From an optimization exercise on the open Yosys and OpenROAD flow, aimed at small area, a short achievable clock period and few clock cycles per item; shortcuts taken in it are not production practice. At most, simulation tests tie the RTL to the original design; equivalence was not proved. The RTL of runs 3 to 5 was laid out without a check of its function. Power is estimated from default activity; no workload was simulated.

==> flow/design.v <==
module partition_engine (
    input  logic        clk,
    input  logic        rst,
    input  logic        cmd_valid,
    output logic        cmd_ready,
    input  logic [7:0]  cmd_op,
    input  logic [31:0] cmd_region,
    input  logic [31:0] cmd_mask,
    input  logic [3:0]  cmd_m1,
    input  logic [3:0]  cmd_m2,
    output logic        rsp_valid,
    input  logic        rsp_ready,
    output logic [2:0]  rsp_status,
    output logic [3:0]  rsp_module_id,
    output logic [4:0]  live_count,
    output logic [15:0] slot_valid,
    output logic        is_structured,
    output logic [11:0] mu_discovery,
    output logic [11:0] mu_execution,
    output logic [11:0] mu_cost,
    output logic        mu_saturated,
    input  logic [3:0]  rd_id,
    output logic [31:0] rd_region
);
    localparam logic [2:0] ST_OK      = 3'd0;
    localparam logic [2:0] ST_FULL    = 3'd1;
    localparam logic [2:0] ST_BAD_ID  = 3'd2;
    localparam logic [2:0] ST_OVERLAP = 3'd3;
    localparam logic [2:0] ST_EMPTY   = 3'd4;
    localparam logic [2:0] ST_ILLEGAL = 3'd5;
    logic [31:0] own_v;
    logic [3:0]  own_id [32];
    logic [5:0] disc_q, pop_q;
    logic       sat_q;
    always_comb begin
        for (int b = 0; b < 32; b++) rd_region[b] = own_v[b] && (own_id[b] == rd_id);
    end
    logic [12:0] cost_sum;
    assign mu_discovery = {6'b0, disc_q + pop_q};
    assign cost_sum     = {1'b0, mu_discovery} + {1'b0, mu_execution};
    assign mu_cost      = cost_sum[12] ? 12'hfff : cost_sum[11:0];
    assign mu_saturated = sat_q | cost_sum[12];
    logic accept;
    assign cmd_ready = !rsp_valid || rsp_ready;
    assign accept    = cmd_valid && cmd_ready;
    logic op_new, op_split, op_merge, op_acc;
    assign op_new   = (cmd_op == 8'h00);
    assign op_split = (cmd_op == 8'h01);
    assign op_merge = (cmd_op == 8'h02);
    assign op_acc   = (cmd_op == 8'h05);
    logic [3:0] free_id;
    logic       any_free;
    always_comb begin
        free_id  = '0;
        any_free = 1'b0;
        for (int k = 15; k >= 0; k--) begin
            if (!slot_valid[k]) begin
                free_id  = 4'(k);
                any_free = 1'b1;
            end
        end
    end
    logic [3:0]  sel_id;
    logic [31:0] psel;
    assign sel_id = cmd_op[1] ? cmd_m2 : cmd_m1;
    always_comb begin
        for (int b = 0; b < 32; b++) psel[b] = own_v[b] && (own_id[b] == sel_id);
    end
    logic overlap, region_zero, split_lo, split_hi, m1_live, m2_live;
    assign overlap     = |(cmd_region & own_v);
    assign region_zero = (cmd_region == '0);
    assign split_lo    = |(psel & cmd_mask);
    assign split_hi    = |(psel & ~cmd_mask);
    assign m1_live     = slot_valid[cmd_m1];
    assign m2_live     = slot_valid[cmd_m2];
    logic new_ok, split_ok, merge_ok;
    logic [2:0] status;
    always_comb begin
        status = ST_OK;
        if (op_new) begin
            if (region_zero)    status = ST_EMPTY;
            else if (overlap)   status = ST_OVERLAP;
            else if (!any_free) status = ST_FULL;
        end else if (op_split) begin
            if (!m1_live)                    status = ST_BAD_ID;
            else if (!any_free)              status = ST_FULL;
            else if (!split_lo || !split_hi) status = ST_EMPTY;
        end else if (op_merge) begin
            if (!m1_live || !m2_live || (cmd_m1 == cmd_m2)) status = ST_BAD_ID;
        end else if (!op_acc) begin
            status = ST_ILLEGAL;
        end
    end
    assign new_ok   = op_new && !region_zero && !overlap && any_free;
    assign split_ok = op_split && m1_live && any_free && split_lo && split_hi;
    assign merge_ok = op_merge && m1_live && m2_live && (cmd_m1 != cmd_m2);
    logic        do_new, do_split, do_merge, do_acc, do_add;
    logic [15:0] free_oh, m2_oh;
    logic [5:0]  pop;
    logic [4:0]  live_inc, live_dec;
    logic [7:0]  inc_exec;
    logic [12:0] exec_sum;
    logic        do_exec;
    assign do_new   = accept && new_ok;
    assign do_split = accept && split_ok;
    assign do_merge = accept && merge_ok;
    assign do_acc   = accept && op_acc;
    assign do_add   = do_new || do_split;
    always_comb begin
        for (int k = 0; k < 16; k++) begin
            free_oh[k] = do_add && (free_id == 4'(k));
            m2_oh[k]   = do_merge && (cmd_m2 == 4'(k));
        end
        pop = '0;
        for (int b = 0; b < 32; b++) pop = pop + 6'(cmd_region[b]);
    end
    assign live_inc = live_count + 5'd1;
    assign live_dec = live_count - 5'd1;
    always_comb begin
        inc_exec = {live_count, 3'b000};
        if (op_split)      inc_exec = 8'd32;
        else if (op_merge) inc_exec = 8'd4;
    end
    assign exec_sum = {1'b0, mu_execution} + {5'b0, inc_exec};
    assign do_exec  = do_split || do_merge || do_acc;
    always_ff @(posedge clk or posedge rst) begin
        if (rst) begin
            rsp_valid     <= 1'b0;
            live_count    <= '0;
            slot_valid    <= '0;
            is_structured <= 1'b0;
            disc_q        <= '0;
            pop_q         <= '0;
            mu_execution  <= '0;
            sat_q         <= 1'b0;
            own_v         <= '0;
        end else begin
            if (cmd_ready) rsp_valid <= cmd_valid;
            if (do_add)        live_count <= live_inc;
            else if (do_merge) live_count <= live_dec;
            slot_valid   <= (slot_valid | free_oh) & ~m2_oh;
            if (do_acc) is_structured <= (live_count >= 5'd2);
            own_v        <= own_v | (cmd_region & {32{do_new}});
            disc_q       <= mu_discovery[5:0];
            pop_q        <= do_new ? pop : 6'd0;
            if (do_exec) mu_execution <= exec_sum[12] ? 12'hfff : exec_sum[11:0];
            sat_q        <= sat_q | (do_exec && exec_sum[12]);
        end
    end
    logic [3:0]  wr_id;
    logic [31:0] wr;
    assign wr_id = op_merge ? cmd_m1 : free_id;
    assign wr    = (cmd_region & {32{do_new}}) | (psel & ((cmd_mask & {32{do_split}}) | {32{do_merge}}));
    always_ff @(posedge clk) begin
        if (accept) begin
            rsp_status    <= status;
            rsp_module_id <= (merge_ok || new_ok || split_ok) ? wr_id : 4'd0;
        end
        for (int b = 0; b < 32; b++) begin
            if (wr[b]) own_id[b] <= wr_id;
        end
    end
endmodule
==> flow/flow/run.sh <==
#!/bin/bash
# Standard layout with two changes: plain buffers (not delay cells) on the ports, and
# no full-adder cell extraction in synthesis (adders are left to ABC's gate mapping).
export BUFFER_PORTS_ARGS="-buffer_cell sky130_fd_sc_hd__buf_2"
export ADDER_MAP_FILE=
bash standard.sh > standard.log 2>&1
==> flow/standard.sh <==
#!/bin/bash
# synth_recipe.tcl (not shown) runs the flow's synth.tcl, then flattens the netlist and writes it again
# the make line also repeats each setting of config.mk as NAME=value (left out here)
make -C /OpenROAD-flow-scripts/flow DESIGN_CONFIG=/design/flow/config.mk WORK_HOME=/design/flow/orfs CLKGATE_MAP_FILE= SYNTH_SCRIPT=/design/flow/synth_recipe.tcl "${@:-finish}"
==> flow/config.mk <==
export PLATFORM = sky130hd
export DESIGN_NAME = partition_engine
export DESIGN_NICKNAME = partition_engine
export VERILOG_FILES = /design/flow/design.v
export SDC_FILE = /design/flow/constraint.sdc
export NUM_CORES = 4
export LEC_CHECK = 0
export CAP_MARGIN = 20
export CELL_PAD_IN_SITES_DETAIL_PLACEMENT = 1
export CELL_PAD_IN_SITES_GLOBAL_PLACEMENT = 2
export CORE_MARGIN = 2
export CORE_UTILIZATION = 40
export PLACE_DENSITY = 0.55
export SETUP_SLACK_MARGIN = 4.0
export SLEW_MARGIN = 20
==> flow/constraint.sdc <==
create_clock -name core_clock -period 10.0 [get_ports {clk}]
set_input_delay 2.0000 -clock core_clock [delete_from_list [all_inputs] [get_ports {clk}]]
set_output_delay 2.0000 -clock core_clock [all_outputs]
set_load 0.01 [all_outputs]
==> flow_summary.ini, run 1 <==
[run_status]
status = finished clean

[clock_network]
postCtsHoldBufs = 0
cts_setup_buffers = 0
root_buffer = clkbuf_16
path_clk_slew_ps = 60
cts_tree = built
cts_buffer_depth = 3
cts.sinks = 214
clk_latency_ps = 570
htree_levels = 1
cts_buffers = 27

[placed_design]
port_buffers = 181
place_ws_ps = 3160
gp_congestion = 0.792
dp_hpwl_um = 35200
place_area_sq_mm = 0.0153

[synthesis]
ys_async_sr_fraction = 0.369
yosysWarnings = 2
ys_types = 75
synth-seq-area-share = 0.435
yosys-top-cells-count = xnor2_1, nand2_1, edfxtp_1
synth_edf_count = 135
syn_avg_cell_area_sq_um = 10.1
yosysTopAreaCell = edfxtp_1
synth_most_common_cell = xnor2_1
syn_area_sq_mm = 0.0139
ys.flop_type = edfxtp_1
yosys.area.top_type_share = 0.292
syn_inst = 1371
synth.area.top_cells = edfxtp_1, dfrtp_1, xnor2_1
yosys_register_bits = 214

[global_routing]
grtUsageTotal = 0.274
grt_max_degree = 45
first_global_vias = 11500
grt_pass1_wl_um = 73400
grt.overflow.total = 0
antenna_found_initial = 0

[floorplan]
start_util = 0.404
io_pins = 188
std_cell_rows = 68
core_sq_mm = 0.0344
die_h_um = 190
die-area_sq_mm = 0.0362
chipWidth_um = 190

[sta]
period_share = 0.596
hold_viol = 0
tightest_slew_ps = 1150
max_freq_mhz = 168
slew_headroom = 0.224
tns_ps = 0
fin_skew_ps = 31.0
layout_min_cycle_time_ps = 5960
rsz0062_at_grt = no
setup_viol = 0
drv_slew = 0
final.setup.worst_slack_ps = 4040

[min_path]
hp-class = reg -> reg

[critical_path]
r2r_start = own_id[15][2]
startpoint = cmd_op[1]
crit-reg2reg-capture = own_id[18][1]
crit_path_start_kind = primary input
path_max_fanout = 32
r2r_setup_slack_ps = 6110
cp-end-kind = flop
rr_worst_depth = 10
crit_type = in -> reg
crit_path_end = own_id[18][1]
arrival_ps = 6160
cp_data_required_time_ps = 10210

[detailed_routing]
drt_iter0_drc = 749
vias_per_cell = 5.66
finalWirelength_um = 50100
ant_nets = 0
routedWlPerCell_um = 25.0
vias = 11300
firstDrtPassIters = 5
drc = 0

[final_layout]
nNetsFinal = 1615
drive_above_1_share = 0.191
final_area_sq_mm = 0.0162
synthToLayoutAreaGrowth_pct = 16.8
antenna_cells = 0

[pwr]
ir_drop_mv = 0.129
power_density_mw_per_mm2 = 164
p_leak_nw = 5.94

[run]
drv_cap = 0
[state kept, by name (all words and copies together) (netlist names)]
register and flops:
own_id 128, own_v 32, slot_valid 16, mu_execution 11, disc_q 6, pop_q 6
live_count 5, rsp_module_id 4, rsp_status 3, is_structured 1, rsp_valid 1, sat_q 1
[routing by layer]
metal	vias up	wire length, um	global-route usage
li1	5207	-	-
met1	5707	21500	0.356
met2	354	24300	0.475
met3	76	2610	0.0350
met4	0	1700	0.0888
met5	-	0	0
[layout by cell type, fill, tap and decap left out, types with 12 or more instances in the layout]
master,count
xnor2_1,195
buf_2,181
nand2_1,143
edfxtp_1,135
xor2_1,125
dfrtp_1,79
nor4_1,68
a21oi_1,67
nand3_1,52
nand2b_1,44
nor2_1,40
o21ai_1,33
clkbuf_16,27
inv_1,24
nand3b_1,23
a22oi_1,22
o21ai_0,20
maj3_1,18
nand4_1,17
nor3_1,15
and2_1,15
o2111ai_1,15
buf_4,13
a31oi_1,12
[per-stage QoR]
step	util	cells	hold WS [ps]	power [mW]
after CTS	0.471	2003	464	2.68
final	0.471	2003	464	2.65
after detailed placement	0.444	1953	446	1.71
after global routing	0.471	2003	482	2.77
after global placement	0.444	1953	442	1.70
after floorplan	-	1376	425	1.53
[worst min-delay path by stage]
stage | start | end | slack (ps) | cells after the start
after floorplan | sat_q | sat_q | 420 | 1
after global placement | sat_q | sat_q | 440 | 1
after detailed placement | sat_q | sat_q | 450 | 1
after CTS | sat_q | sat_q | 460 | 1
after global routing | sat_q | sat_q | 480 | 1
final | sat_q | sat_q | 460 | 1
[what timing repair did]
| action | CTS | global route |
|---|---|---|
| setup endpoints to repair | 134 | 141 |
| pin swaps | 0 | 0 |
| resized for setup | 10 | 34 |
[final cells by class]
cell class | instances | area [sq um]
fill | 3875 | 18200
multi-input combinational | 1059 | 7570
sequential | 214 | 6030
timing repair buffer | 199 | 1060
clock buffer | 40 | 754
tap | 455 | 569
clock inverter | 10 | 124
inverter | 26 | 100
[kinds of logic after synthesis]
| family | Yosys count | share of synthesized area |
|---|---|---|
| xor gates and xnor gates | 333 | 0.221 |
| muxes | 20 | 0.0239 |
| buffers and inverters | 103 | 0.0312 |
| AOI/OAI and AO/OA | 222 | 0.103 |
| adders and majority gates | 23 | 0.0170 |
| DFF | 214 | 0.435 |
| other | 1 | 0.000270 |
| and+or+nand+nor | 455 | 0.169 |
[where the power goes]
group	switching, mW	leakage (nW)	internal (mW)
logic	0.403	3.37	0.318
registers	0.0151	2.15	0.951
clock network	0.391	0.424	0.575
total	0.808	5.94	1.84
[critical path, stage by stage]
cell,delay (ps)
buf_2,310
mux2i_4,290
buf_6,450
xnor2_1,120
nor4_1,600
nand3b_1,320
o2111ai_1,260
nor4_1,110
a22o_1,350
nor3_4,300
buf_6,420
a21oi_1,130
o21ai_0,490
Testbench counts, summed over its fixed seeds: cycles 4,832, items 4,800.
==> inputs of run 2 (changes only) <==
--- a/flow/config.mk
+++ b/flow/config.mk
@@ -11,5 +11,5 @@
 export CORE_MARGIN = 2
 export CORE_UTILIZATION = 40
 export PLACE_DENSITY = 0.55
-export SETUP_SLACK_MARGIN = 4.0
+export SETUP_SLACK_MARGIN = 4.6
 export SLEW_MARGIN = 20
==> run 2 against run 1 <==
Against the previous run: still clean on timing, DRC and antenna; worst hold slack improved by 22 ps; non-clock buffer count is 9 higher; clock-buffer cell count fell by 8; clock skew shrank 3.5 ps; wire length is 0.33% higher; sequential cell count stayed put; synthesized cell count is the same; total power increased by 0.54%; largest power group unchanged; highest routed layer unchanged.
==> flow_summary.ini, run 2 <==
[synthesis]
syn_area_sq_mm = 0.0139
yosys-top-cells-count = xnor2_1, nand2_1, edfxtp_1
ys_async_sr_fraction = 0.369
yosysTopAreaCell = edfxtp_1
syn_inst = 1371
ys_types = 75
yosysWarnings = 2
synth_most_common_cell = xnor2_1
synth-seq-area-share = 0.435
ys.flop_type = edfxtp_1
yosys.area.top_type_share = 0.292
synth.area.top_cells = edfxtp_1, dfrtp_1, xnor2_1
yosys_register_bits = 214
synth_edf_count = 135
syn_avg_cell_area_sq_um = 10.1

[final_layout]
layout_common_cells = xnor2_1, buf_2, nand2_1
synthToLayoutAreaGrowth_pct = 20.2
largest-register = own_id
nNetsFinal = 1624
reg.largest.list = own_id: 128 flops, own_v: 32 flops, slot_valid: 16 flops
largest_reg_flops = 128
final_common_cell = xnor2_1
utilization = 0.485
antenna_cells = 0
drive_above_1_share = 0.242

[run_status]
status = finished clean

[sta]
layout_min_cycle_time_ps = 5520
rsz0062_at_grt = yes
hold_viol = 0
fin_skew_ps = 27.5
drv_slew = 0
slew_headroom = 0.326
tns_ps = 0
setup_viol = 0
max_freq_mhz = 181
tightest_slew_ps = 1000
period_share = 0.552

[detailed_routing]
firstDrtPassIters = 5
finalWirelength_um = 50300
drc = 0
routedWlPerCell_um = 25.0
vias = 11500
ant_nets = 0
drt_iter0_drc = 592
vias_per_cell = 5.71

[pwr]
internal_power_mw = 1.84
sw_frac_of_total = 0.310
power_frac_clock = 0.359
comb_power_share = 0.279
power_density_mw_per_mm2 = 160
p_leak_nw = 6.15
ir_drop_mv = 0.145
power.switching_mw = 0.827
p_seq_frac = 0.362

[global_routing]
first_global_vias = 11700
grt_pass1_wl_um = 75000
grtUsageTotal = 0.276
antenna_found_initial = 0
grt.overflow.total = 0
grt_max_degree = 43

[floorplan]
chipWidth_um = 190
die_h_um = 190
core_sq_mm = 0.0344
std_cell_rows = 68
die-area_sq_mm = 0.0362
start_util = 0.404
io_pins = 188

[clock_network]
htree_levels = 1
postCtsHoldBufs = 0
cts.sinks = 214
cts_buffers = 27
cts_tree = built
cts_buffer_depth = 3
path_clk_slew_ps = 50
clk_latency_ps = 570
root_buffer = clkbuf_16

[critical_path]
arrival_ps = 3520
crit_type = reg -> out
cp_data_required_time_ps = 8000
path_max_fanout = 4
crit_path_start_kind = flop
r2r_setup_slack_ps = 6400
cp-end-kind = primary output

[placed_design]
dp_hpwl_um = 35200
port_buffers = 181
gp_congestion = 0.802

[min_path]
hp-class = reg -> reg

[run]
drv_cap = 0
-- run 2: cell counts after synthesis --
No cell type changed its count.
-- run 2: metrics by stage --
stage	cells	total power [mW]	cell area [sq um]	setup WS, ps	hold slack, ps
floorplan	1376	1.53	13900	4620	425
global placement	1952	1.70	15300	3410	451
detailed placement	1952	1.71	15300	3240	472
CTS	2008	2.69	16400	4420	486
global route	2012	2.79	16700	4370	500
finish	2012	2.67	16700	4480	485
-- run 2: timing repair --
item / in CTS / in global routing
pin swaps: 10 / 12
setup endpoints to repair: 189 / 168
gates resized for setup: 59 / 59
setup buffers: 6 / 4
-- run 2: area by class of cell --
cell class / instances / area (sq um)
clock buffers: 32 / 704
clock inverters: 18 / 159
fillers: 3850 / 17700
inverters: 26 / 100
multi-input cells: 1059 / 7900
flip-flops and latches: 214 / 6030
well taps: 455 / 569
repair buffers: 208 / 1220
-- run 2: power by group through the flow --
stage	sequential [mW]	combinational (mW)	clock, mW
6_report	0.967	0.743	0.957
5_1_grt	0.967	0.813	1.01
4_1_cts	0.966	0.744	0.980
3_5_place_dp	0.983	0.724	0
3_3_place_gp	0.983	0.713	0
2_1_floorplan	0.979	0.549	0
-- run 2: routing by layer --
layer | global-route usage | vias to the layer above | wire length [um]
met3 | 0.0294 | 65 | 2330
met2 | 0.487 | 353 | 24900
met5 | 0 | - | 0
met4 | 0.0641 | 0 | 1070
met1 | 0.366 | 5849 | 22000
li1 | - | 5220 | -
-- run 2: kinds of logic after synthesis --
logic type | count (synthesis) | share of synthesized area
AND/OR/NAND/NOR | 455 | 0.169
XOR/XNOR | 333 | 0.221
AO/OA/AOI/OAI | 222 | 0.103
flip-flops | 214 | 0.435
buffers and inverters | 103 | 0.0312
adder cells (fa/ha/maj) | 23 | 0.0170
multiplexers | 20 | 0.0239
other | 1 | 0.000270
-- run 2: worst max-delay path: stages (launching register included) --
cell and delay (ps):
dfrtp_1 420, xor2_2 210, xnor2_2 150, nor2_1 130, nor2_2 60, maj3_2 310, maj3_2 310, maj3_2 330
maj3_2 330, and3_4 210, nand3_2 80, mux2_4 300, buf_6 120
-- run 2: final timing paths --
check | cells past startpoint | to | startpoint
min | 1 | sat_q | sat_q
max reg2reg | 8 | own_id[4][3] | own_v[12]
min reg2reg | 1 | sat_q | sat_q
min in group asynchronous | 2 | disc_q[1] | rst
max in group asynchronous | 3 | own_v[10] | rst
max | 12 | mu_cost[10] | pop_q[1]
==> inputs of run 3 (changes only) <==
--- a/flow/design.v
+++ b/flow/design.v
@@ -30,13 +30,13 @@
     localparam logic [2:0] ST_ILLEGAL = 3'd5;
     logic [31:0] own_v;
     logic [3:0]  own_id [32];
-    logic [5:0] disc_q, pop_q;
+    logic [5:0] disc_q;
     logic       sat_q;
     always_comb begin
         for (int b = 0; b < 32; b++) rd_region[b] = own_v[b] && (own_id[b] == rd_id);
     end
     logic [12:0] cost_sum;
-    assign mu_discovery = {6'b0, disc_q + pop_q};
+    assign mu_discovery = {6'b0, disc_q};
     assign cost_sum     = {1'b0, mu_discovery} + {1'b0, mu_execution};
     assign mu_cost      = cost_sum[12] ? 12'hfff : cost_sum[11:0];
     assign mu_saturated = sat_q | cost_sum[12];
@@ -130,7 +130,6 @@
             slot_valid    <= '0;
             is_structured <= 1'b0;
             disc_q        <= '0;
-            pop_q         <= '0;
             mu_execution  <= '0;
             sat_q         <= 1'b0;
             own_v         <= '0;
@@ -141,8 +140,7 @@
             slot_valid   <= (slot_valid | free_oh) & ~m2_oh;
             if (do_acc) is_structured <= (live_count >= 5'd2);
             own_v        <= own_v | (cmd_region & {32{do_new}});
-            disc_q       <= mu_discovery[5:0];
-            pop_q        <= do_new ? pop : 6'd0;
+            if (do_new) disc_q <= disc_q + pop;
             if (do_exec) mu_execution <= exec_sum[12] ? 12'hfff : exec_sum[11:0];
             sat_q        <= sat_q | (do_exec && exec_sum[12]);
         end
==> run 3 against run 2 <==
Against the previous run: combinational power increased by 17%; die area decreased by 0.57%; non-clock buffer count did not move.
==> flow_summary.ini, run 3 <==
[critical_path]
r2r_start = disc_q[0]
startpoint = cmd_region[7]
crit_type = in -> reg
cp-end-kind = flop
path_max_fanout = 5
arrival_ps = 5760
crit_path_start_kind = primary input
cp_data_required_time_ps = 10420

[sta]
rsz0062_at_grt = yes
period_share = 0.534
max_freq_mhz = 187
layout_min_cycle_time_ps = 5340
setup_viol = 0
fin_skew_ps = 20.6
tightest_slew_ps = 991
slew_headroom = 0.337
hold_viol = 0
tns_ps = 0
drv_slew = 0

[synthesis]
syn_area_sq_mm = 0.0138
ys_types = 77
yosys.area.top_type_share = 0.294
ys.flop_type = edfxtp_1
yosys-top-cells-count = xnor2_1, nand2_1, edfxtp_1
synth_edf_count = 135
ys_async_sr_fraction = 0.351
yosysTopAreaCell = edfxtp_1
yosysWarnings = 2
syn_avg_cell_area_sq_um = 10.1
yosys_register_bits = 208
syn_inst = 1362
synth-seq-area-share = 0.426
synth.area.top_cells = edfxtp_1, dfrtp_1, xnor2_1
synth_most_common_cell = xnor2_1

[placed_design]
dp.cells = 1941
port_buffers = 181
gp_congestion = 0.849
dp_hpwl_um = 34800

[floorplan]
io_pins = 188
die-area_sq_mm = 0.0360
start_util = 0.402
std_cell_rows = 68
core_sq_mm = 0.0343
chipWidth_um = 190
die_h_um = 190

[min_path]
hp-class = reg -> reg
min_from = sat_q

[clock_network]
root_buffer = clkbuf_16
htree_levels = 1
cts_tree = built
cts_buffers = 26
clk_latency_ps = 570
cts_buffer_depth = 3
path_clk_slew_ps = 50
cts.sinks = 208

[final_layout]
reg.largest.list = own_id: 128 flops, own_v: 32 flops, slot_valid: 16 flops
drive_above_1_share = 0.218
antenna_cells = 0
nNetsFinal = 1615
synthToLayoutAreaGrowth_pct = 18.7
largest-register = own_id
stdcell_count = 2001
layout_common_cells = xnor2_1, buf_2, nand2_1
largest_reg_flops = 128
final_common_cell = xnor2_1
nFillCells = 3827

[detailed_routing]
firstDrtPassIters = 5
drt_iter0_drc = 786
drc = 0
finalWirelength_um = 50700
vias = 11500
routedWlPerCell_um = 25.3
vias_per_cell = 5.75
ant_nets = 0

[global_routing]
antenna_found_initial = 1
grt.overflow.total = 0
grtUsageTotal = 0.275
grt_max_degree = 62
first_global_vias = 11700
grt_pass1_wl_um = 73800

[pwr]
ir_drop_mv = 0.132
power_density_mw_per_mm2 = 165
p_leak_nw = 6.01

[run_status]
status = finished clean

[run]
drv_cap = 0
-- run 3: final cells by class --
class	instances	area, sq um	area share
clock inverter	7	72.6	0.00443
sequential	208	5880	0.359
tap	455	569	0.0348
inverter	20	76.3	0.00466
clock buffer	40	723	0.0442
multi-input combinational	1063	7810	0.477
timing repair buffer	208	1240	0.0758
-- run 3: worst max-delay path: stages --
cell       delay (ps)
buf_2             210
xnor3_1           490
xnor3_1           430
maj3_2            360
xnor2_1           250
xnor3_1           360
maj3_2            390
xnor2_2           160
xnor2_2           270
buf_4             170
a21oi_2            50
o2111a_1          270
a2111oi_2         230
nand4_1           130
-- run 3: cell families (layout without fill, tap and decap cells) --
| logic type | count (synthesis) | in the layout | synth area share |
|---|---|---|---|
| other | 1 | 6 | 0.000272 |
| xor gates and xnor gates | 329 | 329 | 0.222 |
| DFF | 208 | 208 | 0.426 |
| and+or+nand+nor | 456 | 456 | 0.173 |
| muxes | 23 | 23 | 0.0256 |
| buffers and inverters | 96 | 275 | 0.0297 |
| AOI/OAI and AO/OA | 227 | 227 | 0.107 |
| adders and majority gates | 22 | 22 | 0.0162 |
-- run 3: per-stage QoR --
step | cell area [sq um] | total power [mW] | hold WS (ps) | setup slack, ps | utilization
2_1_floorplan | 13800 | 1.57 | 425 | 4730 | -
6_report | 16400 | 2.71 | 489 | 4660 | 0.478
4_1_cts | 16200 | 2.67 | 496 | 4600 | 0.471
5_1_grt | 16400 | 2.83 | 507 | 4540 | 0.478
3_5_place_dp | 15100 | 1.76 | 477 | 2780 | 0.442
3_3_place_gp | 15100 | 1.75 | 452 | 2950 | 0.442
-- run 3: power breakdown --
part | internal, mW | switching, mW | leakage, nW
logic | 0.376 | 0.490 | 3.46
clock network | 0.521 | 0.375 | 0.383
registers | 0.924 | 0.0196 | 2.16
total | 1.82 | 0.885 | 6.01
-- run 3: timing repair --
item,in CTS,in global routing
cloned,0,2
pin swaps,0,6
setup buffers,4,7
gates resized for setup,67,21
setup endpoints to repair,187,137
hold buffers,0,0
-- run 3: path summary, 6_finish.rpt --
check | end | slack, ps | cells past startpoint
hold / removal | sat_q | 490 | 1
max in group asynchronous | disc_q[0] | 7370 | 3
setup reg to reg | disc_q[4] | 6030 | 14
min in group asynchronous | disc_q[2] | 1360 | 2
setup / recovery | disc_q[4] | 4660 | 14
hold reg to reg | sat_q | 490 | 1
-- run 3: per-layer routing --
layer  GRT usage  vias up  wire length [um]  share of wire
li1            -     5231                 -              -
met2       0.450      334             23500           0.46
met4      0.0674        2              1290          0.025
met3      0.0433       81              2960          0.058
met1       0.383     5864             22900           0.45
met5           0        -                 9        0.00018
==> inputs of run 4 (changes only) <==
--- a/flow/config.mk
+++ b/flow/config.mk
@@ -10,6 +10,7 @@
 export CELL_PAD_IN_SITES_GLOBAL_PLACEMENT = 2
 export CORE_MARGIN = 2
 export CORE_UTILIZATION = 40
+export CTS_BUF_LIST = sky130_fd_sc_hd__clkbuf_4 sky130_fd_sc_hd__clkbuf_8
 export PLACE_DENSITY = 0.55
 export SETUP_SLACK_MARGIN = 4.6
 export SLEW_MARGIN = 20
==> run 4 against run 3 <==
Against the previous run: still clean on timing, DRC and antenna; clock power down 9.3%; first-iteration DRC count up 9.5%; register-to-register slack better by 60 ps; critical path type unchanged; largest power group unchanged.
==> flow_summary.ini, run 4 <==
[synthesis]
synthSimpleGateAreaFrac = 0.173
syn_area_sq_mm = 0.0138
yosysTopAreaCell = edfxtp_1
synthAdderAreaFrac = 0.0162
synth_edf_count = 135
yosys-top-cells-count = xnor2_1, nand2_1, edfxtp_1
yosys.area.top_type_share = 0.294
syn_avg_cell_area_sq_um = 10.1
syn_inst = 1362
synth-seq-area-share = 0.426
synth_top_family_by_area = XOR/XNOR gates
yosysWarnings = 2
yosys_register_bits = 208
synthMuxAreaShare = 0.0256
synth_compound_gate_area_share = 0.107
synth_xor_xnor_area_share = 0.222
ys_async_sr_fraction = 0.351
synth.area.top_cells = edfxtp_1, dfrtp_1, xnor2_1
ys.flop_type = edfxtp_1
ys_types = 77
synth_most_common_cell = xnor2_1

[clock_network]
path_clk_slew_ps = 50
cts_buffers = 39
cts_buffer_depth = 3
cts.sinks = 208
clk_latency_ps = 570
htree_levels = 2
cts_tree = built
root_buffer = clkbuf_8

[sta]
tightest_slew_ps = 1020
slew_headroom = 0.315
max_freq_mhz = 188
hold_viol = 0
rsz0062_at_grt = no
period_share = 0.533
fin_skew_ps = 32.4
tns_ps = 0
drv_slew = 0
hold_ws_ps = 492
layout_min_cycle_time_ps = 5330
setup_viol = 0

[floorplan]
io_pins = 188
die_h_um = 190
core_sq_mm = 0.0343
start_util = 0.402
std_cell_rows = 68
die-area_sq_mm = 0.0360
chipWidth_um = 190

[critical_path]
arrival_ps = 5760
critPathBufInv = 3
path_cells = clkbuf_4 -> mux2i_4 -> buf_12 -> xnor2_1 -> nor3_1 -> nand3_1 -> o2111ai_1 -> nor4_1 -> a22oi_2 -> and3_4 -> buf_8 -> nor3_1 -> nor2_2 -> nand3_1 -> mux2_2
cp-end-kind = flop
cp_data_required_time_ps = 10430
crit_type = in -> reg
r2r_setup_slack_ps = 6090
path_max_fanout = 23
cp_top_family = simple AND/OR/NAND/NOR gates
crit_path_start_kind = primary input
cpMaxStageDelayCell = o2111ai_1
cp_slowest_stage_delay_ps = 490

[final_layout]
reg.largest.list = own_id: 128 flops, own_v: 32 flops, slot_valid: 16 flops
largest_reg_flops = 128
synthToLayoutAreaGrowth_pct = 18.6
antenna_cells = 0
nNetsFinal = 1631
largest-register = own_id
nFillCells = 3869
drive_above_1_share = 0.238
layout_common_cells = xnor2_1, buf_2, nand2_1
final_common_cell = xnor2_1
stdcell_count = 2029

[detailed_routing]
finalWirelength_um = 50800
routedWlPerCell_um = 25.0
m1WireLength_um = 22800
met3_length_um = 3100
drc = 0
vias_per_cell = 5.72
top_layer = met5
drt_iter0_drc = 861
wl_met2_um = 24000
vias = 11600
ant_nets = 0
firstDrtPassIters = 5

[placed_design]
dp_hpwl_um = 34800
port_buffers = 181
dp.cells = 1941
gp_congestion = 0.849

[pwr]
comb_power_share = 0.332
p_seq_frac = 0.359
ir_drop_mv = 0.112
p_leak_nw = 6.06
power_density_mw_per_mm2 = 161
power.switching_mw = 0.895
sw_frac_of_total = 0.340
internal_power_mw = 1.74
power_frac_clock = 0.309

[run]
drv_cap = 0

[global_routing]
grt_pass1_wl_um = 73900
grtUsageTotal = 0.276
grt_max_degree = 62
grt.overflow.total = 0
first_global_vias = 11800
antenna_found_initial = 2

[run_status]
status = finished clean

[min_path]
hp-class = reg -> reg
-- run 4: kinds of logic after synthesis --
family	Yosys count
AND/OR/NAND/NOR	456
XOR/XNOR	329
AO/OA/AOI/OAI	227
flip-flops	208
buffers and inverters	96
multiplexers	23
adder cells (fa/ha/maj)	22
other	1
-- run 4: repair_timing --
item / in CTS / in global routing
hold buffers: 0 / 0
pin swaps: 0 / 8
buffers inserted: 3 / 11
setup endpoints to repair: 188 / 129
resized for setup: 66 / 25
cloned: 0 / 2
-- run 4: power groups by stage --
stage	Clock [mW]	Sequential, mW	Combinational [mW]
after global placement	0	0.962	0.793
after global routing	0.873	0.946	0.950
final	0.814	0.944	0.874
after detailed placement	0	0.962	0.799
after floorplan	0	0.955	0.613
after CTS	0.833	0.944	0.819
-- run 4: worst reg2reg max path: cells and delay by family, from the launching register on --
family,cells,cell delay [ps]
xor gates and xnor gates,5,1490
buffers and inverters,3,460
AOI/OAI and AO/OA,3,560
and+or+nand+nor,1,130
adders and majority gates,2,730
DFF,1,420
-- run 4: area by class of cell --
cell class | instances | area, sq um | area share
multi-input combinational | 1063 | 7820 | 0.478
sequential | 208 | 5880 | 0.360
timing repair buffer | 211 | 1260 | 0.0772
clock buffer | 53 | 654 | 0.0400
tap | 455 | 569 | 0.0348
clock inverter | 19 | 100 | 0.00612
inverter | 20 | 76.3 | 0.00466
-- run 4: routing by layer --
| metal | vias to the layer above | GRT usage |
|---|---|---|
| met5 | - | 0 |
| met4 | 2 | 0.0635 |
| met3 | 68 | 0.0389 |
| met2 | 383 | 0.458 |
| met1 | 5894 | 0.383 |
| li1 | 5267 | - |
-- run 4: metrics by stage --
stage / util / total power, mW / setup WS [ps] / area [sq um]
2_1_floorplan: - / 1.57 / 4730 / 13800
3_3_place_gp: 0.442 / 1.75 / 2950 / 15100
3_5_place_dp: 0.442 / 1.76 / 2780 / 15100
4_1_cts: 0.470 / 2.60 / 4600 / 16100
5_1_grt: 0.477 / 2.77 / 4610 / 16400
6_report: 0.477 / 2.63 / 4670 / 16400
-- run 4: final timing paths --
check	to	depth (start not counted)	from
max	mu_execution[10]	15	cmd_op[1]
min	sat_q	1	sat_q
max reg2reg	disc_q[4]	14	disc_q[0]
min reg2reg	sat_q	1	sat_q
max in group asynchronous	disc_q[0]	3	rst
min in group asynchronous	disc_q[4]	2	rst
==> inputs of run 5 (changes only) <==
--- a/flow/config.mk
+++ b/flow/config.mk
@@ -10,7 +10,6 @@
 export CELL_PAD_IN_SITES_GLOBAL_PLACEMENT = 2
 export CORE_MARGIN = 2
 export CORE_UTILIZATION = 40
-export CTS_BUF_LIST = sky130_fd_sc_hd__clkbuf_4 sky130_fd_sc_hd__clkbuf_8
 export PLACE_DENSITY = 0.55
-export SETUP_SLACK_MARGIN = 4.6
+export SETUP_SLACK_MARGIN = 4.8
 export SLEW_MARGIN = 20
==> run 5 against run 4 <==
Against the previous run: maximum frequency rose by 3.1%; register-to-register slack worse by 100 ps; synthesized cell count unchanged.
==> flow_summary.ini, run 5 <==
[run_status]
status = finished clean

[sta]
setup_viol = 0
hold_viol = 0
max_freq_mhz = 193
layout_min_cycle_time_ps = 5170
fin_skew_ps = 14.3
period_share = 0.517
tightest_slew_ps = 979
slew_headroom = 0.345
hold_ws_ps = 469
tns_ps = 0
drv_slew = 0
rsz0062_at_grt = yes
final.setup.worst_slack_ps = 4830

[clock_network]
root_buffer = clkbuf_16
clk_latency_ps = 540
cts_buffer_depth = 3
cts_buffers = 25
path_clk_slew_ps = 60
cts.sinks = 208
htree_levels = 1
cts_tree = built

[placed_design]
gp_congestion = 0.837
place_ws_ps = 3310
dp_hpwl_um = 34600
port_buffers = 181

[synthesis]
yosysWarnings = 2
yosys_register_bits = 208
yosys.area.top_type_share = 0.294
ys_async_sr_fraction = 0.351
ys.flop_type = edfxtp_1
syn_inst = 1362
syn_area_sq_mm = 0.0138
synth.area.top_cells = edfxtp_1, dfrtp_1, xnor2_1
synth_most_common_cell = xnor2_1
yosys-top-cells-count = xnor2_1, nand2_1, edfxtp_1
yosysTopAreaCell = edfxtp_1
synth-seq-area-share = 0.426
synth_edf_count = 135
syn_avg_cell_area_sq_um = 10.1
ys_types = 77

[run]
drv_cap = 0

[detailed_routing]
drc = 0
finalWirelength_um = 51700
vias_per_cell = 5.74
firstDrtPassIters = 5
drt_iter0_drc = 745
routedWlPerCell_um = 25.6
ant_nets = 0
vias = 11600

[critical_path]
cpMaxStageDelayCell = xnor3_2
arrival_ps = 5570
cp_top_family = XOR/XNOR gates
cp_slowest_stage_delay_ps = 570
rr_worst_depth = 15
cp_data_required_time_ps = 10400
cp-end-kind = flop
r2r_start = disc_q[0]
crit_path_start_kind = primary input
path_cells = clkbuf_4 -> xor3_2 -> xnor3_2 -> xnor2_2 -> xnor3_2 -> a2111oi_4 -> nor3_4 -> a21oi_4 -> o221ai_4 -> o2111a_1 -> a2111oi_4 -> nand4_1
critPathBufInv = 1
crit-reg2reg-capture = disc_q[4]
r2r_setup_slack_ps = 5990
crit_type = in -> reg
path_max_fanout = 7

[floorplan]
die-area_sq_mm = 0.0360
io_pins = 188
std_cell_rows = 68
core_sq_mm = 0.0343
chipWidth_um = 190
start_util = 0.402
die_h_um = 190

[global_routing]
antenna_found_initial = 0
first_global_vias = 11900
grt.overflow.total = 0
grt_pass1_wl_um = 75000
grtUsageTotal = 0.279
grt_max_degree = 69

[min_path]
min_from = sat_q
hold_depth = 1
hp-class = reg -> reg
worstHoldEndpoint = sat_q

[final_layout]
nNetsFinal = 1634
synthToLayoutAreaGrowth_pct = 23.5
largest_reg_flops = 128
multi_input_area_sq_mm = 0.00823
drive_above_1_share = 0.269
layout_common_cells = xnor2_1, buf_2, nand2_1
final_common_cell = xnor2_1
reg.largest.list = own_id: 128 flops, own_v: 32 flops, slot_valid: 16 flops
seq_area_sq_mm = 0.00588
nFillCells = 3826
antenna_cells = 0
largest-register = own_id

[pwr]
p_leak_nw = 6.32
ir_drop_mv = 0.166
finalPower_mw = 2.84
power_density_mw_per_mm2 = 166
==> run 5: where the power goes <==
group	switching (mW)	internal, mW	leakage (nW)	total, mW
sequential	0.0192	0.924	2.16	0.943
combinational	0.553	0.487	3.78	1.04
clock	0.370	0.482	0.374	0.853
total	0.943	1.89	6.32	2.84
==> run 5: worst max path at each step <==
stage / startpoint / to / slack (ps) / depth (start not counted)
2_1_floorplan: cmd_op[1] / own_id[7][0] / 4730 / 14
4_1_cts: cmd_region[7] / disc_q[4] / 4770 / 12
3_5_place_dp: cmd_op[1] / own_id[31][3] / 3310 / 13
5_1_grt: cmd_region[27] / disc_q[4] / 4680 / 12
6_report: cmd_region[27] / disc_q[4] / 4830 / 12
3_3_place_gp: cmd_op[1] / own_id[0][0] / 3520 / 13
==> run 5: worst register-to-register path, stage by stage (launching register included) <==
cell	delay (ps)
dfrtp_1	390
buf_4	140
buf_4	140
inv_1	130
xnor3_2	450
maj3_2	370
xnor2_2	150
xnor3_2	390
maj3_2	360
xnor2_2	160
xnor2_2	230
buf_4	170
a21oi_4	40
o2111a_1	280
a2111oi_4	330
nand4_1	130
==> run 5: layout make-up <==
class,count,share of cell area
Sequential cell,208,0.345
Inverter,20,0.00448
Clock buffer,34,0.0405
Multi-Input combinational cell,1064,0.483
Clock inverter,12,0.00389
Timing Repair Buffer,227,0.0897
Tap cell,455,0.0334
==> run 5: repair_timing <==
action | 4_1_cts | 5_1_grt
hold buffers | 0 | 0
cloned | 2 | 3
setup endpoints to repair | 208 | 158
setup buffers | 8 | 19
gates resized for setup | 90 | 90
pin swaps | 8 | 28
==> run 5: logic make-up after synthesis <==
logic type | Yosys count | share of synthesized area
other | 1 | 0.000272
and+or+nand+nor | 456 | 0.173
xor gates and xnor gates | 329 | 0.222
muxes | 23 | 0.0256
DFF | 208 | 0.426
buffers and inverters | 96 | 0.0297
AOI/OAI and AO/OA | 227 | 0.107
adders and majority gates | 22 | 0.0162
==> run 5: per-layer routing <==
metal / wire length (um) / global-route usage / vias to the layer above
li1: - / - / 5265
met1: 22500 / 0.369 / 5871
met2: 25300 / 0.480 / 374
met3: 2570 / 0.0306 / 78
met4: 1350 / 0.0871 / 0
met5: 0 / 0 / -
==> run 5: per-stage QoR <==
| step | area (sq um) | cells | util |
|---|---|---|---|
| final | 17000 | 2020 | 0.497 |
| after global routing | 17000 | 2020 | 0.497 |
| after CTS | 16400 | 1997 | 0.477 |
| after detailed placement | 15100 | 1941 | 0.442 |
| after global placement | 15100 | 1941 | 0.442 |
| after floorplan | 13800 | 1367 | - |
==> inputs of run 6 (changes only) <==
--- a/flow/design.v
+++ b/flow/design.v
@@ -117,11 +117,11 @@
     assign live_inc = live_count + 5'd1;
     assign live_dec = live_count - 5'd1;
     always_comb begin
-        inc_exec = {live_count, 3'b000};
-        if (op_split)      inc_exec = 8'd32;
-        else if (op_merge) inc_exec = 8'd4;
+        if (cmd_op[2])      inc_exec = {live_count, 3'b000};
+        else if (cmd_op[1]) inc_exec = 8'd4;
+        else                inc_exec = 8'd32;
     end
-    assign exec_sum = {1'b0, mu_execution} + {5'b0, inc_exec};
+    assign exec_sum = {{1'b0, mu_execution[11:2]} + {5'b0, inc_exec[7:2]}, mu_execution[1:0]};
     assign do_exec  = do_split || do_merge || do_acc;
     always_ff @(posedge clk or posedge rst) begin
         if (rst) begin
--- a/flow/config.mk
+++ b/flow/config.mk
@@ -11,5 +11,5 @@
 export CORE_MARGIN = 2
 export CORE_UTILIZATION = 40
 export PLACE_DENSITY = 0.55
-export SETUP_SLACK_MARGIN = 4.8
+export SETUP_SLACK_MARGIN = 4.6
 export SLEW_MARGIN = 20
==> run 6 against run 5 <==
Against the previous run: synthesized area is 2.4% lower; maximum frequency down 4.5%; core utilization is 0.68 points lower; die area is 2.4% lower; clock-buffer cell count rose by 4; combinational power decreased by 27%; total power fell by 6.3%; sequential power hardly changed; sequential share of layout area is 1.4 points higher; sequential cell count did not move; global-route usage hardly changed.
==> flow_summary.ini, run 6 <==
[synthesis]
synthAdderAreaFrac = 0.0181
synthMuxAreaShare = 0.0239
synth_edf_count = 135
yosys_register_bits = 208
synth_compound_gate_area_share = 0.101
yosysTopAreaCell = edfxtp_1
ys_async_sr_fraction = 0.351
syn_avg_cell_area_sq_um = 10.0
synth_xor_xnor_area_share = 0.230
synth-seq-area-share = 0.437
synth_most_common_cell = xnor2_1
synth_top_family_by_area = XOR/XNOR gates
synthSimpleGateAreaFrac = 0.159
syn_inst = 1340
synth.area.top_cells = edfxtp_1, dfrtp_1, xnor2_1
yosys.area.top_type_share = 0.301
yosys-top-cells-count = xnor2_1, nand2_1, edfxtp_1
ys_types = 68
ys.flop_type = edfxtp_1
syn_area_sq_mm = 0.0135
yosysWarnings = 2

[final_layout]
antenna_cells = 0
final_common_cell = xnor2_1
largest-register = own_id
layout_common_cells = xnor2_1, buf_2, nand2_1
reg.largest.list = own_id: 128 flops, own_v: 32 flops, slot_valid: 16 flops
stdcell_count = 1986
largest_reg_flops = 128
nNetsFinal = 1606
drive_above_1_share = 0.226
synthToLayoutAreaGrowth_pct = 21.5

[critical_path]
rr_worst_depth = 13
crit_type = in -> reg
crit-reg2reg-capture = disc_q[4]
r2r_start = disc_q[0]
startpoint = cmd_region[5]
path_max_fanout = 4
arrival_ps = 5830
cp-end-kind = flop
cp_data_required_time_ps = 10410
r2r_setup_slack_ps = 5950
crit_path_start_kind = primary input

[placed_design]
dp.cells = 1916
dp_hpwl_um = 34400
port_buffers = 181
place_ws_ps = 3130
gp_congestion = 0.864

[global_routing]
use_met2 = 0.480
grtUsageMet3 = 0.0398
grt_pass1_wl_um = 74200
grt_max_degree = 54
grtUsageTotal = 0.279
antenna_found_initial = 0
grt.overflow.total = 0
grt.busiest_layer = met2
first_global_vias = 11600
grtUsageMet1 = 0.375

[sta]
setup_viol = 0
max_freq_mhz = 185
fin_skew_ps = 31.0
slew_headroom = 0.336
layout_min_cycle_time_ps = 5420
tns_ps = 0
period_share = 0.542
hold_viol = 0
final.setup.worst_slack_ps = 4580
hold_ws_ps = 483
drv_slew = 0
rsz0062_at_grt = yes
tightest_slew_ps = 996

[detailed_routing]
ant_nets = 0
firstDrtPassIters = 5
vias_per_cell = 5.69
finalWirelength_um = 50200
drt_iter0_drc = 730
routedWlPerCell_um = 25.3
drc = 0
vias = 11300

[clock_network]
cts_buffer_depth = 3
clk_latency_ps = 560
cts.sinks = 208
cts_tree = built
root_buffer = clkbuf_16
cts_buffers = 26
path_clk_slew_ps = 60
htree_levels = 1

[min_path]
worstHoldEndpoint = sat_q
hold_depth = 1
hp-class = reg -> reg
min_from = sat_q

[pwr]
ir_drop_mv = 0.121
finalPower_mw = 2.66
p_leak_nw = 6.16
power_density_mw_per_mm2 = 162

[floorplan]
std_cell_rows = 67
io_pins = 188
core_sq_mm = 0.0334
die_h_um = 187
chipWidth_um = 187
start_util = 0.404
die-area_sq_mm = 0.0351

[run_status]
status = finished clean

[run]
drv_cap = 0
## run 6: cell count changes in the layout (fill, tap and decap cells not counted), sizes merged, moves of 9 or more
| cell | previous run | this run |
|---|---|---|
| nand3b | 24 | 0 |
| o2111ai | 12 | 1 |
| o21ai | 51 | 66 |
| o22ai | 2 | 22 |
| xnor2 | 189 | 198 |
## run 6: cell type report
| cell class | count | area [sq um] |
|---|---|---|
| Clock buffer | 38 | 757 |
| Clock inverter | 10 | 109 |
| Fill cell | 3744 | 17000 |
| Inverter | 26 | 98.8 |
| Multi-Input combinational cell | 1036 | 7520 |
| Sequential cell | 208 | 5880 |
| Tap cell | 448 | 561 |
| Timing Repair Buffer | 220 | 1430 |
## run 6: cell families after synthesis
group,Yosys count
xor gates and xnor gates,332
muxes,19
DFF,208
other,1
AOI/OAI and AO/OA,229
buffers and inverters,101
adders and majority gates,24
and+or+nand+nor,426
## run 6: stage by stage
step	instance area [sq um]	utilization
6_report	16400	0.490
5_1_grt	16400	0.490
4_1_cts	16100	0.481
3_5_place_dp	14900	0.446
3_3_place_gp	14900	0.446
2_1_floorplan	13500	-
## run 6: where the power goes
part / switching [mW] / leakage [nW] / total, mW / internal (mW)
logic: 0.416 / 3.57 / 0.764 / 0.348
registers: 0.0191 / 2.18 / 0.942 / 0.923
clock network: 0.376 / 0.419 / 0.951 / 0.574
## run 6: repair_timing
item | 4_1_cts | 5_1_grt
hold buffers | 0 | 0
gates resized for setup | 70 | 45
endpoints found under the setup margin | 190 | 155
hold endpoints to repair | 0 | 0
cloned | 0 | 3
pin swaps | 15 | 8
setup buffers | 12 | 7
## run 6: worst max path at each step
stage | end | cells past startpoint
after floorplan | disc_q[4] | 13
final | disc_q[4] | 14
after global routing | disc_q[4] | 16
after detailed placement | mu_execution[10] | 17
after global placement | mu_execution[10] | 17
after CTS | mu_execution[10] | 18
## run 6: metal layers
metal / vias to the layer above / share of wire
met1: 5748 / 0.43
met2: 364 / 0.49
met3: 68 / 0.058
met4: 0 / 0.022
met5: - / 0
li1: 5118 / -
## run 6: worst max-delay path, cell delays in order
cell	delay, ps
buf_12	120
xor3_2	430
xnor3_2	420
maj3_2	340
xor2_1	180
xnor3_2	310
maj3_2	340
xor3_2	420
maj3_2	360
o211a_1	260
a311oi_2	240
and4b_1	230
nor2_1	50
xnor2_1	110
Testbench counts of run 6, summed over its fixed seeds: cycles 4,832, items 4,800.
==> inputs of run 7 (changes only) <==
--- a/flow/config.mk
+++ b/flow/config.mk
@@ -10,6 +10,9 @@
 export CELL_PAD_IN_SITES_GLOBAL_PLACEMENT = 2
 export CORE_MARGIN = 2
 export CORE_UTILIZATION = 40
+export CTS_BUF_LIST = sky130_fd_sc_hd__clkbuf_8 sky130_fd_sc_hd__clkbuf_16
+export CTS_CLUSTER_DIAMETER = 100
+export CTS_CLUSTER_SIZE = 30
 export PLACE_DENSITY = 0.55
 export SETUP_SLACK_MARGIN = 4.6
 export SLEW_MARGIN = 20
==> run 7 against run 6 <==
Against the previous run: still clean on timing, DRC and antenna; sequential power barely moved; maximum frequency fell by 0.80%; clock power fell by 39%; largest cell class unchanged; largest power group is now sequential cells; highest routed layer is now met5.
==> flow_summary.ini, run 7 <==
[synthesis]
syn_avg_cell_area_sq_um = 10.0
synth_most_common_cell = xnor2_1
ys.flop_type = edfxtp_1
yosys_register_bits = 208
yosysTopAreaCell = edfxtp_1
yosys-top-cells-count = xnor2_1, nand2_1, edfxtp_1
synth_edf_count = 135
synth.area.top_cells = edfxtp_1, dfrtp_1, xnor2_1
ys_types = 68
ys_async_sr_fraction = 0.351
syn_inst = 1340
syn_area_sq_mm = 0.0135
yosys.area.top_type_share = 0.301
synth-seq-area-share = 0.437
yosysWarnings = 2

[final_layout]
layout_common_cells = xnor2_1, buf_2, nand2_1
final_area_sq_mm = 0.0158
largest_reg_flops = 128
reg.largest.list = own_id: 128 flops, own_v: 32 flops, slot_valid: 16 flops
nNetsFinal = 1592
drive_above_1_share = 0.218
final_common_cell = xnor2_1
nFillCells = 3769
largest-register = own_id
antenna_cells = 0
synthToLayoutAreaGrowth_pct = 17.7

[run_status]
status = finished clean

[detailed_routing]
firstDrtPassIters = 5
vias = 11100
routedWlPerCell_um = 25.1
drt_iter0_drc = 682
vias_per_cell = 5.67
drc = 0
ant_nets = 0
finalWirelength_um = 49200

[run]
drv_cap = 0

[placed_design]
place_area_sq_mm = 0.0149
dp_hpwl_um = 34400
gp_congestion = 0.864
port_buffers = 181

[floorplan]
chipWidth_um = 187
io_pins = 188
core_sq_mm = 0.0334
die-area_sq_mm = 0.0351
die_h_um = 187
std_cell_rows = 67
start_util = 0.404

[critical_path]
cp_data_required_time_ps = 10370
cp-end-kind = flop
cp_slowest_stage_delay_ps = 420
arrival_ps = 5830
path_cells = buf_12 -> xor3_2 -> xnor3_2 -> maj3_2 -> xor2_1 -> xnor3_2 -> maj3_2 -> xor3_2 -> maj3_2 -> o211a_1 -> a311oi_2 -> and4b_1 -> nor2_1 -> xnor2_1
crit_path_start_kind = primary input
path_max_fanout = 4
cpMaxStageDelayCell = xor3_2
crit_type = in -> reg
cp_common_cell = maj3_2

[sta]
fin_skew_ps = 30.7
setup_viol = 0
tightest_slew_ps = 986
drv_slew = 0
hold_viol = 0
tns_ps = 0
period_share = 0.546
slew_headroom = 0.343
max_freq_mhz = 183
rsz0062_at_grt = yes
layout_min_cycle_time_ps = 5460

[global_routing]
first_global_vias = 11500
grt_pass1_wl_um = 74000
antenna_found_initial = 1
grt_max_degree = 54
grtUsageTotal = 0.279
grt.overflow.total = 0

[pwr]
ir_drop_mv = 0.139
finalPower_mw = 2.28
p_leak_nw = 5.93
power_density_mw_per_mm2 = 144

[clock_network]
postCtsHoldBufs = 0
cts_buffers = 12
path_clk_slew_ps = 100
cts_buffer_depth = 3
cts_tree = built
cts.sinks = 208
root_buffer = clkbuf_16
clk_latency_ps = 500
htree_levels = 1

[min_path]
hp-class = reg -> reg
run 7: cell count changes in the layout (fill, tap and decap cells not counted), sizes merged:
cell      delta
clkinvlp     -1
clkinv       -4
clkbuf      -27
inv          +4
buf          +2
bufinv       -2
run 7: cell families (layout without fill, tap and decap cells):
| logic type | after synthesis | after routing | share of synthesized area |
|---|---|---|---|
| flip-flops | 208 | 208 | 0.437 |
| adder cells (fa/ha/maj) | 24 | 24 | 0.0181 |
| buffers and inverters | 101 | 266 | 0.0308 |
| XOR/XNOR | 332 | 332 | 0.230 |
| AO/OA/AOI/OAI | 229 | 229 | 0.101 |
| multiplexers | 19 | 19 | 0.0239 |
| AND/OR/NAND/NOR | 426 | 426 | 0.159 |
| other | 1 | 6 | 0.000278 |
run 7: area by class of cell:
type / instances / area [sq um] / area share
multi-input combinational: 1036 / 7510 / 0.474
sequential: 208 / 5880 / 0.371
tap: 448 / 561 / 0.0354
clock buffer: 13 / 325 / 0.0205
inverter: 26 / 98.8 / 0.00624
clock inverter: 7 / 77.6 / 0.00490
timing repair buffer: 220 / 1390 / 0.0875
run 7: worst max-delay path: cells and delay by family:
family | cells | cell delay [ps]
and+or+nand+nor | 2 | 280
adders and majority gates | 3 | 1040
xor gates and xnor gates | 6 | 1870
AOI/OAI and AO/OA | 2 | 500
buffers and inverters | 1 | 120
run 7: worst paths after layout:
| path | slack (ps) | cells past startpoint | to | start |
|---|---|---|---|---|
| setup / recovery | 4540 | 14 | disc_q[4] | cmd_region[5] |
| setup reg to reg | 5930 | 13 | disc_q[4] | disc_q[0] |
| min in group asynchronous | 1460 | 2 | own_v[29] | rst |
| hold / removal | 490 | 1 | sat_q | sat_q |
| hold reg to reg | 490 | 1 | sat_q | sat_q |
| max in group asynchronous | 7250 | 3 | disc_q[0] | rst |
run 7: power by group:
group	switching (mW)	leakage, nW	total, mW	internal [mW]
clock network	0.323	0.201	0.576	0.253
registers	0.0188	2.18	0.940	0.921
logic	0.414	3.56	0.759	0.345
total	0.756	5.93	2.28	1.52
run 7: routing by layer:
| metal | track usage | vias up | share of wire |
|---|---|---|---|
| met5 | 0 | - | 0.00026 |
| met4 | 0.0497 | 2 | 0.016 |
| met3 | 0.0420 | 43 | 0.058 |
| met2 | 0.483 | 319 | 0.49 |
| met1 | 0.374 | 5671 | 0.44 |
| li1 | - | 5069 | - |
run 7: what timing repair did:
item,4_1_cts,5_1_grt
pin swaps,15,6
resized for setup,69,37
setup endpoints to repair,189,161
buffers inserted,13,8
cloned,1,0
run 7: stage by stage:
stage	setup WS (ps)	utilization	cells	hold WS, ps
2_1_floorplan	4490	-	1345	425
6_report	4540	0.475	1958	486
4_1_cts	4550	0.468	1950	494
3_3_place_gp	3170	0.446	1916	444
3_5_place_dp	3130	0.446	1916	470
5_1_grt	4430	0.475	1958	512
==> inputs of run 8 (changes only) <==
==> flow/flow/run.sh (replaced) <==
#!/bin/bash
# Standard layout with two changes: plain buffers (not delay cells) on the ports, and
# no full-adder cell extraction in synthesis (adders are left to ABC's gate mapping).
export BUFFER_PORTS_ARGS="-buffer_cell sky130_fd_sc_hd__buf_1"
export ADDER_MAP_FILE=
bash standard.sh > standard.log 2>&1
==> run 8 against run 7 <==
Against the previous run: still clean; sequential power is essentially flat; core utilization grew 0.40 points; clock power shrank 0.7%; cell count grew 1.1%; non-clock buffer count grew 22; worst hold slack lost 3.0 ps; register-to-register slack lost 120 ps; clock-buffer cell count grew 1; maximum frequency shrank 0.98%; synthesized area is the same; critical path depth is the same; global-route usage is essentially flat; critical path type unchanged.
==> flow_summary.ini, run 8 <==
[run_status]
status = finished clean

[placed_design]
port_buffers = 181
place_ws_ps = 2570
dp.cells = 1924
dp_hpwl_um = 34800
gp_congestion = 0.848
place_area_sq_mm = 0.0147

[pwr]
power_density_mw_per_mm2 = 144
internal_power_mw = 1.54
sw_frac_of_total = 0.330
finalPower_mw = 2.29
ir_drop_mv = 0.114
power_frac_clock = 0.249
comb_power_share = 0.340
p_leak_nw = 5.52
power.switching_mw = 0.758
p_seq_frac = 0.410

[synthesis]
ys_types = 68
yosysWarnings = 2
yosys-top-cells-count = xnor2_1, nand2_1, edfxtp_1
syn_area_sq_mm = 0.0135
synth_most_common_cell = xnor2_1
synth-seq-area-share = 0.437
syn_inst = 1340
syn_avg_cell_area_sq_um = 10.0
ys_async_sr_fraction = 0.351
yosys.area.top_type_share = 0.301
synth_edf_count = 135
ys.flop_type = edfxtp_1
yosysTopAreaCell = edfxtp_1
yosys_register_bits = 208
synth.area.top_cells = edfxtp_1, dfrtp_1, xnor2_1

[final_layout]
utilization = 0.479
largest_reg_flops = 128
reg.largest.list = own_id: 128 flops, own_v: 32 flops, slot_valid: 16 flops
drive_above_1_share = 0.140
largest-register = own_id
final_common_cell = xnor2_1
antenna_cells = 0
nNetsFinal = 1614
layout_common_cells = xnor2_1, buf_1, nand2_1
stdcell_count = 1980
synthToLayoutAreaGrowth_pct = 18.7
final_area_sq_mm = 0.0160

[sta]
layout_min_cycle_time_ps = 5520
fin_skew_ps = 51.6
drv_slew = 0
setup_viol = 0
hold_ws_ps = 483
slew_headroom = 0.348
period_share = 0.552
hold_viol = 0
tightest_slew_ps = 969
final.setup.worst_slack_ps = 4480
max_freq_mhz = 181
tns_ps = 0
rsz0062_at_grt = yes

[critical_path]
crit_type = in -> reg
cp_data_required_time_ps = 10360
startpoint = cmd_region[0]
path_max_fanout = 6
r2r_start = disc_q[0]
arrival_ps = 5870
crit_path_start_kind = primary input
cp-end-kind = flop

[detailed_routing]
finalWirelength_um = 49900
ant_nets = 0
drc = 0
firstDrtPassIters = 5
routedWlPerCell_um = 25.2
drt_iter0_drc = 743
vias = 11100
vias_per_cell = 5.63

[global_routing]
grtUsageTotal = 0.279
grtUsageMet1 = 0.386
antenna_found_initial = 0
first_global_vias = 11300
grt.busiest_layer = met2
grt.overflow.total = 0
grtUsageMet3 = 0.0257
use_met2 = 0.470
grt_max_degree = 54
grt_pass1_wl_um = 73400

[floorplan]
die_h_um = 187
chipWidth_um = 187
die-area_sq_mm = 0.0351
start_util = 0.404
core_sq_mm = 0.0334
io_pins = 188
std_cell_rows = 67

[run]
drv_cap = 0

[clock_network]
postCtsHoldBufs = 0
cts_buffer_depth = 3
cts_buffers = 12
cts.sinks = 208
cts_tree = built
clk_latency_ps = 520
path_clk_slew_ps = 90
root_buffer = clkbuf_16
htree_levels = 1

[min_path]
min_from = sat_q
hp-class = reg -> reg
## run 8: cell counts after synthesis
Identical to the previous run, type by type.
## run 8: area by class of cell
class                           instances  area [sq um]
Fill cell                            3808         17400
Multi-Input combinational cell       1036          7640
Sequential cell                       208          5880
Timing Repair Buffer                  242          1400
Tap cell                              448           561
Clock buffer                           14           339
Inverter                               26          98.8
Clock inverter                          6          60.1
## run 8: worst paths after layout
| check | cells past startpoint | slack [ps] | to |
|---|---|---|---|
| setup / recovery | 14 | 4480 | disc_q[4] |
| hold / removal | 1 | 480 | sat_q |
| setup reg to reg | 14 | 5810 | disc_q[4] |
| hold reg to reg | 1 | 480 | sat_q |
| max in group asynchronous | 3 | 7390 | mu_execution[11] |
| min in group asynchronous | 2 | 1460 | rsp_valid |
## run 8: worst max-delay path, cell delays in order
cell      delay, ps
buf_4           160
xor3_2          460
xnor3_2         470
xnor2_2         250
xnor3_2         460
maj3_2          330
a31o_1          280
a21o_1          180
maj3_2          350
o211a_1         250
a311oi_2        280
and4b_1         220
nor2_1           50
xnor2_1         120
## run 8: cell families (layout without fill, tap and decap cells)
family,after synthesis,in the layout,share of synthesized area
flops,208,208,0.437
compound gates,229,229,0.101
buf+inv,101,288,0.0308
xor+xnor,332,332,0.230
other cells,1,6,0.000278
simple gates,426,426,0.159
fa+ha+maj,24,24,0.0181
mux,19,19,0.0239
## run 8: repair_timing
action                                  in CTS  in global routing
pin swaps                                    8                 14
setup buffers                               16                 18
gates cloned                                 1                  1
gates resized for setup                    107                 57
endpoints found under the setup margin     207                154
## run 8: power groups by stage
stage          combinational (mW)  clock, mW  sequential [mW]
2_1_floorplan               0.500          0            0.953
3_3_place_gp                0.653          0            0.959
3_5_place_dp                0.661          0            0.960
4_1_cts                     0.718      0.589            0.941
5_1_grt                     0.851      0.610            0.943
6_report                    0.780      0.572            0.941
## run 8: routing by layer
layer	wire length, um	part of all wire
met1	22100	0.44
met5	0	0
met4	1320	0.026
met3	2580	0.052
met2	24000	0.48
==> inputs of run 9 (changes only) <==
==> flow/flow/run.sh (replaced) <==
#!/bin/bash
# Standard layout with two changes: plain buffers (not delay cells) on the ports, and
# no full-adder cell extraction in synthesis (adders are left to ABC's gate mapping).
export BUFFER_PORTS_ARGS="-buffer_cell sky130_fd_sc_hd__buf_2"
export ADDER_MAP_FILE=
bash standard.sh > standard.log 2>&1
--- a/flow/config.mk
+++ b/flow/config.mk
@@ -9,10 +9,10 @@
 export CELL_PAD_IN_SITES_DETAIL_PLACEMENT = 1
 export CELL_PAD_IN_SITES_GLOBAL_PLACEMENT = 2
 export CORE_MARGIN = 2
-export CORE_UTILIZATION = 40
+export CORE_UTILIZATION = 50
 export CTS_BUF_LIST = sky130_fd_sc_hd__clkbuf_8 sky130_fd_sc_hd__clkbuf_16
 export CTS_CLUSTER_DIAMETER = 100
 export CTS_CLUSTER_SIZE = 30
-export PLACE_DENSITY = 0.55
+export PLACE_DENSITY = 0.65
 export SETUP_SLACK_MARGIN = 4.6
 export SLEW_MARGIN = 20
==> run 9 against run 8 <==
Against the previous run: clock-buffer cell count unchanged; synthesized area unchanged; wire length decreased by 4.4%; worst hold slack got worse by 11 ps; total power increased by 1.7%; synthesized cell count unchanged; sequential share of layout area decreased by 0.068 points; die area decreased by 20%; cell count decreased by 6.0%; via count increased by 3.1%; setup slack improved by 41 ps; core utilization increased by 12 points; highest routed layer unchanged.
==> flow_summary.ini, run 9 <==
[floorplan]
io_pins = 188
die_h_um = 168
start_util = 0.504
std_cell_rows = 60
core_sq_mm = 0.0267
chipWidth_um = 168
die-area_sq_mm = 0.0283

[synthesis]
synth_edf_count = 135
ys.flop_type = edfxtp_1
ys_async_sr_fraction = 0.351
syn_inst = 1340
yosysTopAreaCell = edfxtp_1
syn_area_sq_mm = 0.0135
ys_types = 68
yosys.area.top_type_share = 0.301
synth-seq-area-share = 0.437
yosys-top-cells-count = xnor2_1, nand2_1, edfxtp_1
yosys_register_bits = 208
synth_most_common_cell = xnor2_1
yosysWarnings = 2
syn_avg_cell_area_sq_um = 10.0
synth.area.top_cells = edfxtp_1, dfrtp_1, xnor2_1

[detailed_routing]
finalWirelength_um = 47700
drt_iter0_drc = 1038
firstDrtPassIters = 5
vias_per_cell = 6.16
drc = 0
vias = 11500
routedWlPerCell_um = 25.6
ant_nets = 0

[placed_design]
place_ws_ps = 3490
gp_congestion = 0.845
port_buffers = 181
dp_hpwl_um = 31900

[clock_network]
cts_buffers = 12
root_buffer = clkbuf_16
cts.sinks = 208
path_clk_slew_ps = 90
cts_buffer_depth = 3
cts_tree = built
clk_latency_ps = 500
htree_levels = 1
postCtsHoldBufs = 0

[global_routing]
grtUsageTotal = 0.323
first_global_vias = 11500
grt_max_degree = 52
grt.overflow.total = 0
antenna_found_initial = 1
grt_pass1_wl_um = 69600

[final_layout]
synthToLayoutAreaGrowth_pct = 18.9
drive_above_1_share = 0.231
final_common_cell = xnor2_1
largest-register = own_id
antenna_cells = 0
reg.largest.list = own_id: 128 flops, own_v: 32 flops, slot_valid: 16 flops
largest_reg_flops = 128
layout_common_cells = xnor2_1, buf_2, nand2_1
nNetsFinal = 1604

[critical_path]
crit_type = in -> reg
arrival_ps = 5840
cp_data_required_time_ps = 10360
startpoint = cmd_region[3]
cp-end-kind = flop
path_max_fanout = 4
crit_path_start_kind = primary input
r2r_start = disc_q[0]

[pwr]
sw_frac_of_total = 0.328
internal_power_mw = 1.57
power.switching_mw = 0.764
p_seq_frac = 0.403
power_density_mw_per_mm2 = 146
comb_power_share = 0.354
power_frac_clock = 0.243
p_leak_nw = 6.04
ir_drop_mv = 0.130

[sta]
drv_slew = 0
layout_min_cycle_time_ps = 5480
rsz0062_at_grt = yes
tightest_slew_ps = 988
period_share = 0.548
final.setup.worst_slack_ps = 4520
setup_viol = 0
tns_ps = 0
fin_skew_ps = 25.4
slew_headroom = 0.341
hold_viol = 0
max_freq_mhz = 183

[min_path]
hp-class = reg -> reg
min_from = sat_q

[run]
drv_cap = 0

[run_status]
status = finished clean
run 9: cell counts after synthesis:
No cell type changed its count.
run 9: power by group through the flow:
stage	registers [mW]	clock network [mW]	logic, mW
after CTS	0.939	0.572	0.744
after global routing	0.942	0.596	0.891
after detailed placement	0.959	0	0.660
final	0.940	0.566	0.826
after global placement	0.958	0	0.641
after floorplan	0.953	0	0.500
run 9: worst paths after layout:
path	endpoint	slack, ps	depth (start not counted)
max	disc_q[4]	4520	15
min	sat_q	470	1
max reg2reg	disc_q[4]	5920	15
min reg2reg	sat_q	470	1
max in group asynchronous	own_v[18]	7330	3
min in group asynchronous	mu_execution[4]	1480	2
run 9: what timing repair did:
action	4_1_cts	5_1_grt
endpoints found under the setup margin	187	157
gates cloned	1	5
buffers inserted	11	18
gates resized for setup	65	76
pin swaps	16	18
endpoints found under the hold margin	0	0
run 9: critical path, cell delays in order:
cell and delay, ps:
buf_8 80, xor3_1 450, buf_4 160, maj3_2 320
maj3_2 320, xnor3_1 210, xor2_1 190, xnor2_1 240
xor3_2 520, maj3_2 360, o211a_1 250, a311oi_2 320
and4b_1 260, nor2_2 50, xnor2_1 110
run 9: cell families (layout without fill, tap and decap cells):
family / count (synthesis) / in the layout / share of synthesized area
AO/OA/AOI/OAI: 229 / 229 / 0.101
XOR/XNOR: 332 / 332 / 0.230
adder cells (fa/ha/maj): 24 / 24 / 0.0181
buffers and inverters: 101 / 277 / 0.0308
flip-flops: 208 / 208 / 0.437
multiplexers: 19 / 19 / 0.0239
other: 1 / 6 / 0.000278
AND/OR/NAND/NOR: 426 / 426 / 0.159
run 9: per-layer routing:
layer / up-vias / track usage / share of wire / wire length [um]
li1: 5096 / - / - / -
met3: 88 / 0.0317 / 0.077 / 3660
met2: 526 / 0.543 / 0.47 / 22400
met5: - / 0 / 0 / 0
met4: 0 / 0.0753 / 0.028 / 1350
met1: 5769 / 0.455 / 0.43 / 20300
run 9: through the flow:
stage / total power [mW] / cells / util / hold WS, ps / instance area [sq um]
after detailed placement: 1.62 / 1808 / 0.551 / 451 / 14700
after floorplan: 1.45 / 1345 / - / 425 / 13500
final: 2.33 / 1862 / 0.599 / 472 / 16000
after global placement: 1.60 / 1808 / 0.551 / 447 / 14700
after global routing: 2.43 / 1862 / 0.599 / 514 / 16000
after CTS: 2.26 / 1839 / 0.579 / 474 / 15500
run 9: final cells by class:
class	count	area [sq um]
Clock buffer	14	339
Clock inverter	5	65.1
Fill cell	2933	10700
Inverter	26	98.8
Multi-Input combinational cell	1036	7640
Sequential cell	208	5880
Tap cell	341	427
Timing Repair Buffer	232	1560

Setup slack of run 9, layout unchanged: 4.523 ns with ideal ports, 4.492 ns with driving cells assumed (clock clkbuf_16, inputs buf_2), 3.956 ns with port delays also shifted by the 0.536 ns mid clock arrival.
